What follows belongs to an exercise in optimizing a design on an open flow for small area, a short achievable clock period and few clock cycles per item; a production flow would make more cautious choices. Function was checked by simulation only, so behaviour that the tests miss may differ from the original.

==> design.v <==
package rau_pkg;
   localparam int FIELD_BITS = 32;
   localparam int DEN_BITS   = 31;
   localparam logic [2:0] OP_NORM = 3'd0;
   localparam logic [2:0] OP_ADD  = 3'd1;
   localparam logic [2:0] OP_SUB  = 3'd2;
   localparam logic [2:0] OP_MUL  = 3'd3;
   localparam logic [2:0] OP_DIV  = 3'd4;
   localparam logic [2:0] OP_CMP  = 3'd5;
endpackage
module rau_shared_unit (
   input  logic [33:0] mc,
   input  logic        mc_big,
   input  logic [32:0] mp,
   input  logic [33:0] acc,
   input  logic        acc_big,
   output logic [33:0] acc_next,
   output logic        big_next,
   output logic [33:0] mc_next,
   output logic        mc_big_next,
   output logic [32:0] mp_next,
   output logic        last,
   output logic        ovf
);
   logic        nz, two, neg;
   logic [35:0] pp, sum;
   always_comb begin
      nz  = 1'b1;
      two = 1'b0;
      neg = 1'b0;
      case (mp[2:0])
         3'b000, 3'b111: nz = 1'b0;
         3'b001, 3'b010: ;
         3'b011:         two = 1'b1;
         3'b100: begin two = 1'b1; neg = 1'b1; end
         default:        neg = 1'b1;
      endcase
   end
   assign pp  = !nz ? 36'd0 : two ? {{1{mc[33]}}, mc, 1'b0} : {{2{mc[33]}}, mc};
   assign sum = {{2{acc[33]}}, acc} + (neg ? ~pp : pp) + {35'd0, neg};
   assign acc_next    = sum[33:0];
   assign big_next    = acc_big || (nz && mc_big) || (sum[35:33] != {3{sum[33]}});
   assign mc_next     = {mc[31:0], 2'b00};
   assign mc_big_next = mc_big || (mc[33:31] != {3{mc[33]}});
   assign mp_next     = {{2{mp[32]}}, mp[32:2]};
   assign last        = (mp[32:2] == '0) || (mp[32:2] == '1);
   assign ovf         = big_next || (sum[33:31] != {3{sum[31]}});
endmodule
module rational_arithmetic_unit (
   input  logic        clock,
   input  logic        reset,
   input  logic        req_valid,
   output logic        req_ready,
   input  logic [2:0]  req_op,
   input  logic [31:0] req_a_num,
   input  logic [31:0] req_a_den,
   input  logic [31:0] req_b_num,
   input  logic [31:0] req_b_den,
   output logic        rsp_valid,
   input  logic        rsp_ready,
   output logic [31:0] rsp_res_num,
   output logic [30:0] rsp_res_den,
   output logic        rsp_less,
   output logic        rsp_greater,
   output logic        rsp_equal,
   output logic        rsp_zero_den,
   output logic        rsp_overflow
);
   localparam logic [2:0] ST_IDLE  = 3'd0;
   localparam logic [2:0] ST_START = 3'd1;
   localparam logic [2:0] ST_MUL1  = 3'd2;
   localparam logic [2:0] ST_MUL2  = 3'd3;
   localparam logic [2:0] ST_MUL3  = 3'd4;
   localparam logic [2:0] ST_CMP   = 3'd5;
   localparam logic [2:0] ST_PREP  = 3'd6;
   localparam logic [2:0] ST_GCD   = 3'd7;
   logic [2:0]  state_ff, state_in;
   logic        out_vld_ff, out_vld_in;
   logic [2:0]  op_ff, op_in;
   logic [31:0] an_ff, an_in, ad_ff, ad_in, bn_ff, bn_in, bd_ff, bd_in;
   logic [31:0] u_ff, u_in, v_ff, v_in;
   logic        sgn_ff, sgn_in, neg_ff, neg_in;
   logic        lt_ff, lt_in, gt_ff, gt_in, eq_ff, eq_in, zd_ff, zd_in, ovf_ff, ovf_in;
   logic [33:0] mc_ff, mc_in;
   logic        mcb_ff, mcb_in;
   logic [32:0] mp_ff, mp_in;
   logic [1:0]  acch_ff, acch_in;
   logic        accb_ff, accb_in;
   logic        mfirst_ff, mfirst_in;
   wire is_add   = (op_ff == rau_pkg::OP_ADD);
   wire is_sub   = (op_ff == rau_pkg::OP_SUB);
   wire is_mul   = (op_ff == rau_pkg::OP_MUL);
   wire den_eq   = (ad_ff == bd_ff);
   logic [1:0]  pidx;
   logic [31:0] opx, opy, mcand, mplier;
   logic        swap;
   always_comb begin
      case (pidx)
         2'd0:    begin opx = an_ff; opy = is_mul ? bn_ff : bd_ff; end
         2'd1:    begin opx = ad_ff; opy = is_mul ? bd_ff : bn_ff; end
         default: begin opx = ad_ff; opy = bd_ff; end
      endcase
   end
   assign swap   = (opy ^ {32{opy[31]}}) > (opx ^ {32{opx[31]}});
   assign mcand  = swap ? opy : opx;
   assign mplier = swap ? opx : opy;
   logic        in_v;        
   logic [33:0] acc_cur, acc_nx, mc_nx;
   logic        big_nx, mcb_nx, m_last, m_ovf;
   logic [32:0] mp_nx;
   assign in_v    = (state_ff != ST_MUL1);
   assign acc_cur = mfirst_ff ? 34'd0 : {acch_ff, in_v ? v_ff : u_ff};
   rau_shared_unit u_mul (
      .mc         (mc_ff),
      .mc_big     (mcb_ff),
      .mp         (mp_ff),
      .acc        (acc_cur),
      .acc_big    (accb_ff && !mfirst_ff),
      .acc_next   (acc_nx),
      .big_next   (big_nx),
      .mc_next    (mc_nx),
      .mc_big_next(mcb_nx),
      .mp_next    (mp_nx),
      .last       (m_last),
      .ovf        (m_ovf)
   );
   logic [31:0] cx, cy, csum;
   logic        covf;
   assign cx   = (state_ff == ST_START) ? an_ff : u_ff;
   assign cy   = (state_ff == ST_START) ? bn_ff : v_ff;
   assign csum = is_sub ? (cx - cy) : (cx + cy);
   assign covf = is_sub ? ((cx[31] != cy[31]) && (csum[31] != cx[31]))
                        : ((cx[31] == cy[31]) && (csum[31] != cx[31]));
   logic [31:0] pn, pd, pn_mag, pd_mag;
   assign pn     = (state_ff == ST_START) ? an_ff : u_ff;
   assign pd     = (state_ff == ST_START) ? ad_ff : v_ff;
   assign pn_mag = pn[31] ? -pn : pn;
   assign pd_mag = pd[31] ? -pd : pd;
   logic [32:0] d1, d2;
   logic [31:0] sab, scd;
   logic        uv_eq;
   assign d1    = {1'b0, u_ff} - {1'b0, v_ff};
   assign d2    = {1'b0, v_ff} - {1'b0, u_ff};
   assign sab   = an_ff + ad_ff;
   assign scd   = bn_ff + bd_ff;
   assign uv_eq = (u_ff == v_ff);
   logic accept, load, do_prep;
   assign accept = req_valid && (state_ff == ST_IDLE);
   always_comb begin
      state_in   = state_ff;
      out_vld_in = out_vld_ff && !rsp_ready;
      op_in      = op_ff;
      an_in      = an_ff;
      ad_in      = ad_ff;
      bn_in      = bn_ff;
      bd_in      = bd_ff;
      u_in       = u_ff;
      v_in       = v_ff;
      sgn_in     = sgn_ff;
      neg_in     = neg_ff;
      lt_in      = lt_ff;
      gt_in      = gt_ff;
      eq_in      = eq_ff;
      zd_in      = zd_ff;
      ovf_in     = ovf_ff;
      mc_in      = mc_ff;
      mcb_in     = mcb_ff;
      mp_in      = mp_ff;
      acch_in    = acch_ff;
      accb_in    = accb_ff;
      mfirst_in  = mfirst_ff;
      pidx       = 2'd0;
      load       = 1'b0;
      do_prep    = 1'b0;
      case (state_ff)
         ST_IDLE: begin
            if (accept) begin
               op_in    = req_op;
               an_in    = req_a_num;
               ad_in    = req_a_den;
               bn_in    = req_b_num;
               bd_in    = req_b_den;
               state_in = ST_START;
            end
         end
         ST_START: begin
            if (!out_vld_ff) begin
               lt_in  = 1'b0;
               gt_in  = 1'b0;
               eq_in  = 1'b0;
               zd_in  = 1'b0;
               ovf_in = 1'b0;
               neg_in = 1'b0;
               case (op_ff)
                  rau_pkg::OP_NORM: begin
                     do_prep = 1'b1;
                  end
                  rau_pkg::OP_ADD, rau_pkg::OP_SUB: begin
                     if (den_eq) begin
                        u_in     = csum;
                        v_in     = ad_ff;
                        ovf_in   = covf;
                        state_in = ST_PREP;
                     end else begin
                        pidx     = 2'd0;
                        load     = 1'b1;
                        state_in = ST_MUL1;
                     end
                  end
                  rau_pkg::OP_MUL, rau_pkg::OP_DIV, rau_pkg::OP_CMP: begin
                     pidx     = 2'd0;
                     load     = 1'b1;
                     state_in = ST_MUL1;
                  end
                  default: begin
                     u_in       = 32'd0;
                     v_in       = 32'd1;
                     out_vld_in = 1'b1;
                     state_in   = ST_IDLE;
                  end
               endcase
            end
         end
         ST_MUL1, ST_MUL2, ST_MUL3: begin
            mc_in     = mc_nx;
            mcb_in    = mcb_nx;
            mp_in     = mp_nx;
            acch_in   = acc_nx[33:32];
            accb_in   = big_nx;
            mfirst_in = 1'b0;
            if (in_v) begin
               v_in = acc_nx[31:0];
            end else begin
               u_in = acc_nx[31:0];
            end
            if (state_ff == ST_MUL3 && mfirst_ff) begin
               u_in   = csum;
               ovf_in = ovf_ff | covf;
            end
            if (m_last) begin
               ovf_in = ovf_in | m_ovf;
               case (state_ff)
                  ST_MUL1: begin
                     pidx     = 2'd1;
                     load     = 1'b1;
                     state_in = ST_MUL2;
                  end
                  ST_MUL2: begin
                     if (op_ff == rau_pkg::OP_CMP) begin
                        state_in = ST_CMP;
                     end else if (is_add || is_sub) begin
                        pidx     = 2'd2;
                        load     = 1'b1;
                        state_in = ST_MUL3;
                     end else begin
                        state_in = ST_PREP;
                     end
                  end
                  default: state_in = ST_PREP;
               endcase
            end
         end
         ST_CMP: begin
            lt_in      = $signed(u_ff) < $signed(v_ff);
            gt_in      = $signed(v_ff) < $signed(u_ff);
            eq_in      = (an_ff == bn_ff) && (ad_ff == bd_ff);
            u_in       = 32'd0;
            v_in       = 32'd1;
            out_vld_in = 1'b1;
            state_in   = ST_IDLE;
         end
         ST_PREP: begin
            do_prep = 1'b1;
         end
         default: begin  
            if (u_ff[0] && v_ff[0]) begin
               if (uv_eq) begin
                  u_in       = sab;
                  v_in       = scd;
                  neg_in     = sgn_ff;
                  ovf_in     = ovf_ff | (!sgn_ff && sab[31]) | scd[31];
                  out_vld_in = 1'b1;
                  state_in   = ST_IDLE;
               end else if (!d1[32]) begin
                  if (d1[1]) begin
                     u_in  = d1[32:1];
                     an_in = {an_ff[30:0], 1'b0};
                     bn_in = {bn_ff[30:0], 1'b0};
                  end else begin
                     u_in  = {1'b0, d1[32:2]};
                     an_in = {an_ff[29:0], 2'b00};
                     bn_in = {bn_ff[29:0], 2'b00};
                  end
                  ad_in = sab;
                  bd_in = scd;
               end else begin
                  if (d2[1]) begin
                     v_in  = d2[32:1];
                     ad_in = {ad_ff[30:0], 1'b0};
                     bd_in = {bd_ff[30:0], 1'b0};
                  end else begin
                     v_in  = {1'b0, d2[32:2]};
                     ad_in = {ad_ff[29:0], 2'b00};
                     bd_in = {bd_ff[29:0], 2'b00};
                  end
                  an_in = sab;
                  bn_in = scd;
               end
            end else if (!u_ff[0] && !v_ff[0]) begin
               if (!u_ff[1] && !v_ff[1]) begin
                  u_in = {2'b00, u_ff[31:2]};
                  v_in = {2'b00, v_ff[31:2]};
               end else begin
                  u_in = {1'b0, u_ff[31:1]};
                  v_in = {1'b0, v_ff[31:1]};
               end
            end else if (!u_ff[0]) begin
               if (u_ff[1]) begin
                  u_in  = {1'b0, u_ff[31:1]};
                  an_in = {an_ff[30:0], 1'b0};
                  bn_in = {bn_ff[30:0], 1'b0};
               end else begin
                  u_in  = {2'b00, u_ff[31:2]};
                  an_in = {an_ff[29:0], 2'b00};
                  bn_in = {bn_ff[29:0], 2'b00};
               end
            end else begin
               if (v_ff[1]) begin
                  v_in  = {1'b0, v_ff[31:1]};
                  ad_in = {ad_ff[30:0], 1'b0};
                  bd_in = {bd_ff[30:0], 1'b0};
               end else begin
                  v_in  = {2'b00, v_ff[31:2]};
                  ad_in = {ad_ff[29:0], 2'b00};
                  bd_in = {bd_ff[29:0], 2'b00};
               end
            end
         end
      endcase
      if (do_prep) begin
         if (pd == 32'd0) begin
            u_in       = pn;
            v_in       = 32'd1;
            zd_in      = 1'b1;
            out_vld_in = 1'b1;
            state_in   = ST_IDLE;
         end else if (pn == 32'd0) begin
            u_in       = 32'd0;
            v_in       = 32'd1;
            out_vld_in = 1'b1;
            state_in   = ST_IDLE;
         end else begin
            sgn_in   = pn[31] ^ pd[31];
            u_in     = pn_mag;
            v_in     = pd_mag;
            an_in    = 32'd1;
            ad_in    = 32'd0;
            bn_in    = 32'd0;
            bd_in    = 32'd1;
            state_in = ST_GCD;
         end
      end
      if (load) begin
         mc_in     = {{2{mcand[31]}}, mcand};
         mcb_in    = 1'b0;
         mp_in     = {mplier, 1'b0};
         mfirst_in = 1'b1;
      end
   end
   always_ff @(posedge clock) begin
      if (reset) begin
         state_ff   <= ST_IDLE;
         out_vld_ff <= 1'b0;
      end else begin
         state_ff   <= state_in;
         out_vld_ff <= out_vld_in;
      end
   end
   always_ff @(posedge clock) begin
      op_ff     <= op_in;
      an_ff     <= an_in;
      ad_ff     <= ad_in;
      bn_ff     <= bn_in;
      bd_ff     <= bd_in;
      u_ff      <= u_in;
      v_ff      <= v_in;
      sgn_ff    <= sgn_in;
      neg_ff    <= neg_in;
      lt_ff     <= lt_in;
      gt_ff     <= gt_in;
      eq_ff     <= eq_in;
      zd_ff     <= zd_in;
      ovf_ff    <= ovf_in;
      mc_ff     <= mc_in;
      mcb_ff    <= mcb_in;
      mp_ff     <= mp_in;
      acch_ff   <= acch_in;
      accb_ff   <= accb_in;
      mfirst_ff <= mfirst_in;
   end
   assign req_ready    = (state_ff == ST_IDLE);
   assign rsp_valid    = out_vld_ff;
   assign rsp_res_num  = neg_ff ? -u_ff : u_ff;
   assign rsp_res_den  = v_ff[30:0] | {31{v_ff[31]}};
   assign rsp_less     = lt_ff;
   assign rsp_greater  = gt_ff;
   assign rsp_equal    = eq_ff;
   assign rsp_zero_den = zd_ff;
   assign rsp_overflow = ovf_ff;
endmodule
==> run.sh <==
#!/bin/bash
# synth_recipe.tcl (not shown) runs the flow's synth.tcl, then flattens the netlist and writes it again
# the make line also repeats each setting of config.mk as NAME=value (left out here)
make -C /OpenROAD-flow-scripts/flow DESIGN_CONFIG=/design/flow/config.mk WORK_HOME=/design/flow/orfs CLKGATE_MAP_FILE= SYNTH_SCRIPT=/design/flow/synth_recipe.tcl finish
==> config.mk <==
export PLATFORM = sky130hd
export DESIGN_NAME = rational_arithmetic_unit
export DESIGN_NICKNAME = rational_arithmetic_unit
export VERILOG_FILES = /design/flow/design.v
export SDC_FILE = /design/flow/constraint.sdc
export NUM_CORES = 4
export LEC_CHECK = 0
export CAP_MARGIN = 20
export CORE_MARGIN = 2
export CORE_UTILIZATION = 40
export SLEW_MARGIN = 20
==> constraint.sdc <==
create_clock -name core_clock -period 7.0 [get_ports {clock}]
set_input_delay 1.4000 -clock core_clock [delete_from_list [all_inputs] [get_ports {clock}]]
set_output_delay 1.4000 -clock core_clock [all_outputs]
set_load 0.01 [all_outputs]
==> impl_metrics.tcl <==
set metrics [dict create \
    cpPeakStageDelay_ns 0.61 \
    synthCells 5427 \
    postCtsSetupRepairBufs 0 \
    finalClockSkew_ns 0.0579 \
    hold_violations 0 \
    worst_slew_pin_slew_ns 1.35 \
    ioPinCount 205 \
    syn_to_final_growth_pct 12.6 \
    synth-edff-count 142 \
    grt_pass1_wl_mm 341 \
    critPathTopFamily "simple AND/OR/NAND/NOR gates" \
    cpMostUsedCell "or4_1" \
    die_area_um2 103000 \
    cts_htree_levels 2 \
    ctsHoldBuffers 0 \
    synth_warnings 2 \
    antenna_found_initial 26 \
    timing.final.ws_setup_ns 0.389 \
    synthesis.area_um2 40300 \
    clockRootBuffer "clkbuf_16" \
    max_freq_ghz 0.151 \
    drtIter0Drc 7564 \
    finalSetupTns_ns 0 \
    worstSetupEndpointType "primary output" \
    die_y_um 321 \
    synth.avg_cell_area_um2 7.43 \
    nets 5724 \
    synthFlopType "edfxtp_1" \
    postRouteAntennaNets 0 \
    cts_buffers 42 \
    synth_nets 5797 \
    grt_overflow 0 \
    start_util_pct 40.3 \
    via_per_inst 7.17 \
    io_buffers 204 \
    path_max_fanout 6 \
    wl_per_cell_um 37.2 \
    cp_slowest_cell "edfxtp_1" \
    num_vias 48042 \
    cts_resized 0 \
    busiest_layer "met2" \
    drtPass1Iterations 7 \
    path_cells "inv_1 -> nand4_2 -> nor3_2 -> nand4_1 -> or4_1 -> or4_1 -> or4_4 -> or3_4 -> o31ai_4 -> xnor2_1 -> clkdlybuf4s50_1" \
    row_count 116 \
    critPathLaunchType "flop" \
    cts_tree "done" \
    min_path_type "flop to flop" \
    multi_input_area_um2 30900 \
    regArea_um2 6990 \
    grt_max_degree 116 \
    final.period_utilization_pct 94.4 \
    rsz0062_at_grt "false" \
    gp_congestion 1.14 \
    path_clk_slew_ns 0.06 \
    maxCapViolCount 0 \
    dieWidth_um 321 \
    grt_use_met1_pct 57.1 \
    final-setup-viol-count 0 \
    critPathArrivalTime_ns 5.21 \
    grt_pass1_vias 43685 \
    drc 0 \
    drt-total-wl_mm 249 \
    cts_buffer_depth 3 \
    clock_sinks 278 \
    synth_area_leader_cell "edfxtp_1" \
    core_um2 100000 \
    met2_usage_pct 64.4 \
    synth_top_area_share_pct 10.6 \
    yosysUniqueCellTypes 105 \
    insertion_delay_ns 0.66 \
    critPathBufInv 2 \
    gr-usage-met3_pct 17.0 \
    outcome "finished clean" \
    drive_above_1_share_pct 9.06 \
    synth.area.top_cells "edfxtp_1, mux2i_1, ha_1" \
    place_worst_setup_slack_ns 0.977 \
    finalMaxSlewViolations 0 \
    yosysSeqAreaShare_pct 17.3 \
    crit_required_ns 5.60 \
    slew_headroom_pct 9.71 \
    synth-seq-cells 278 \
    async_reset_ff_share_pct 0 \
    dp_hpwl_mm 186 \
    path_class "flop to primary output" \
    gr-usage-all-layers_pct 46.1 \
    layout_min_cycle_time_ns 6.61 \
    nFillCells 10164 \
]
worst register-to-register path, stage by stage (launching register included):
cell and delay, ns:
dfxtp_1 0.76, or3b_4 0.47, mux2i_1 0.41, o2111ai_1 0.30, a21oi_2 0.46, and2_1 0.28
o21ai_1 0.10, nand2b_1 0.19, o21ai_1 0.29, xnor2_1 0.13, ha_1 0.42, nand4_1 0.33
o31ai_1 0.37, buf_4 0.19, a41o_1 0.34, and2_1 0.19, a21oi_1 0.08, xnor2_1 0.13
a222oi_1 0.36, o21ai_1 0.11
layout by cell type, fill, tap and decap left out, types with 51 or more instances in the layout:
master	instances
inv_1	137
nor2b_1	76
nand4_1	69
a21oi_1	461
xor2_1	185
clkdlybuf4s50_1	204
o221ai_1	81
nor2_1	370
o211ai_1	71
nand2_1	476
ha_1	228
a22oi_1	51
nor3_1	88
mux2i_1	301
a21o_1	128
edfxtp_1	142
nand3_1	113
xnor2_1	265
dfxtp_1	134
o22ai_1	99
buf_4	220
nor4_1	95
mux2_2	76
a211oi_1	250
o21ai_0	332
registers in the layout, summed over array words and instances (netlist names), 2 cells and up:
name      count
bn_ff        32
acch_ff       2
u_ff         32
op_ff         3
bd_ff        32
state_ff      3
v_ff         32
mc_ff        34
ad_ff        32
mp_ff        33
an_ff        32
cells by family (layout without fill, tap and decap cells):
| family | count (synthesis) | after routing | share of synthesized area (%) |
|---|---|---|---|
| AO/OA/AOI/OAI | 1906 | 1906 | 31.5 |
| XOR/XNOR | 456 | 456 | 9.91 |
| adder cells (fa/ha/maj) | 236 | 236 | 7.43 |
| buffers and inverters | 696 | 657 | 6.78 |
| flip-flops | 278 | 278 | 17.3 |
| multiplexers | 383 | 383 | 9.81 |
| other | 0 | 16 | 0 |
| AND/OR/NAND/NOR | 1472 | 1472 | 17.3 |
final cells by class:
type | instances | area share, %
multi-input combinational | 4453 | 68.1
tap | 1298 | 3.58
inverter | 146 | 1.21
clock inverter | 20 | 0.535
timing repair buffer | 433 | 8.53
antenna | 16 | 0.0882
sequential | 278 | 15.4
clock buffer | 58 | 2.56
path summary, 6_finish.rpt:
check,from,endpoint,slack (ns),cells after the start
worst max-delay path,u_ff[6],rsp_res_num[31],0.39,11
worst min-delay path,mcb_ff,mcb_ff,0.51,2
worst max register to register,state_ff[1],u_ff[24],0.81,19
worst min register to register,mcb_ff,mcb_ff,0.51,2
Yosys cell counts (11+ instances only):
master and count:
or2_2 12, nand2b_1 28, ha_1 229, xor2_1 187, nand2_1 482, a21o_1 128
o21ai_0 333, nor3_1 88, a222oi_1 21, a22oi_1 51, o221ai_1 81, inv_1 137
o211ai_1 71, buf_1 52, a41oi_1 11, a311oi_1 24, o21a_1 35, o31ai_1 30
o21ai_1 15, mux2_2 76, nand4_1 69, mux2i_1 303, nor2b_1 76, a31oi_1 49
or3_1 24, o32ai_1 11, dfxtp_1 136, nor4_1 95, and3_1 29, o21bai_1 38
clkbuf_1 434, xnor2_1 269, a221oi_1 45, nor2_1 379, a211oi_1 252, buf_2 54
a21oi_1 465, o22ai_1 99, nand3_1 113, a31o_2 12, and2_1 24, edfxtp_1 142
stage by stage:
| step | hold WS, ns | std cells | area [um2] | utilization (%) |
|---|---|---|---|---|
| CTS | 0.527 | 6686 | 45300 | 45.3 |
| floorplan | 0.437 | 5427 | 40300 | - |
| global placement | 0.504 | 6607 | 43900 | 43.9 |
| finish | 0.506 | 6702 | 45400 | 45.4 |
| global route | 0.541 | 6687 | 45400 | 45.4 |
| detailed placement | 0.513 | 6608 | 43900 | 43.9 |
metal layers:
| layer | routed length [um] | share of wire, % |
|---|---|---|
| met5 | 116 | 0.047 |
| met4 | 22800 | 9.1 |
| met3 | 36200 | 15 |
| met2 | 98200 | 39 |
| met1 | 91900 | 37 |
Testbench counts, summed over its fixed seeds: cycles 52,677, items 2,400.

-- afterwards: timing with drivers on the ports --
In the flow no input, the clock included, has a driving cell. The finished layout below was timed again as built, in two steps.
Step 1 assumes that a clkbuf_16 drives the clock port and a buf_2 every other input.
Step 2 also shifts input and output timing later by t, the mid clock arrival at the registers, as if the neighbouring blocks saw the same clock.
Three values: no drivers, after step 1, after step 2; two values: the first two.
t, ns: 0.707
setup slack, ns: 0.389 / 0.315 / 0.808
worst setup path after step 2: register to register
worst register clock-pin slew, ns: 0.07 / 0.07
worst slew at a driven data input, ns: 0.07
After both steps this run still meets setup and hold. For this run, drivers alone change the setup slack by -0.074 ns; drivers and shift together by +0.419 ns.
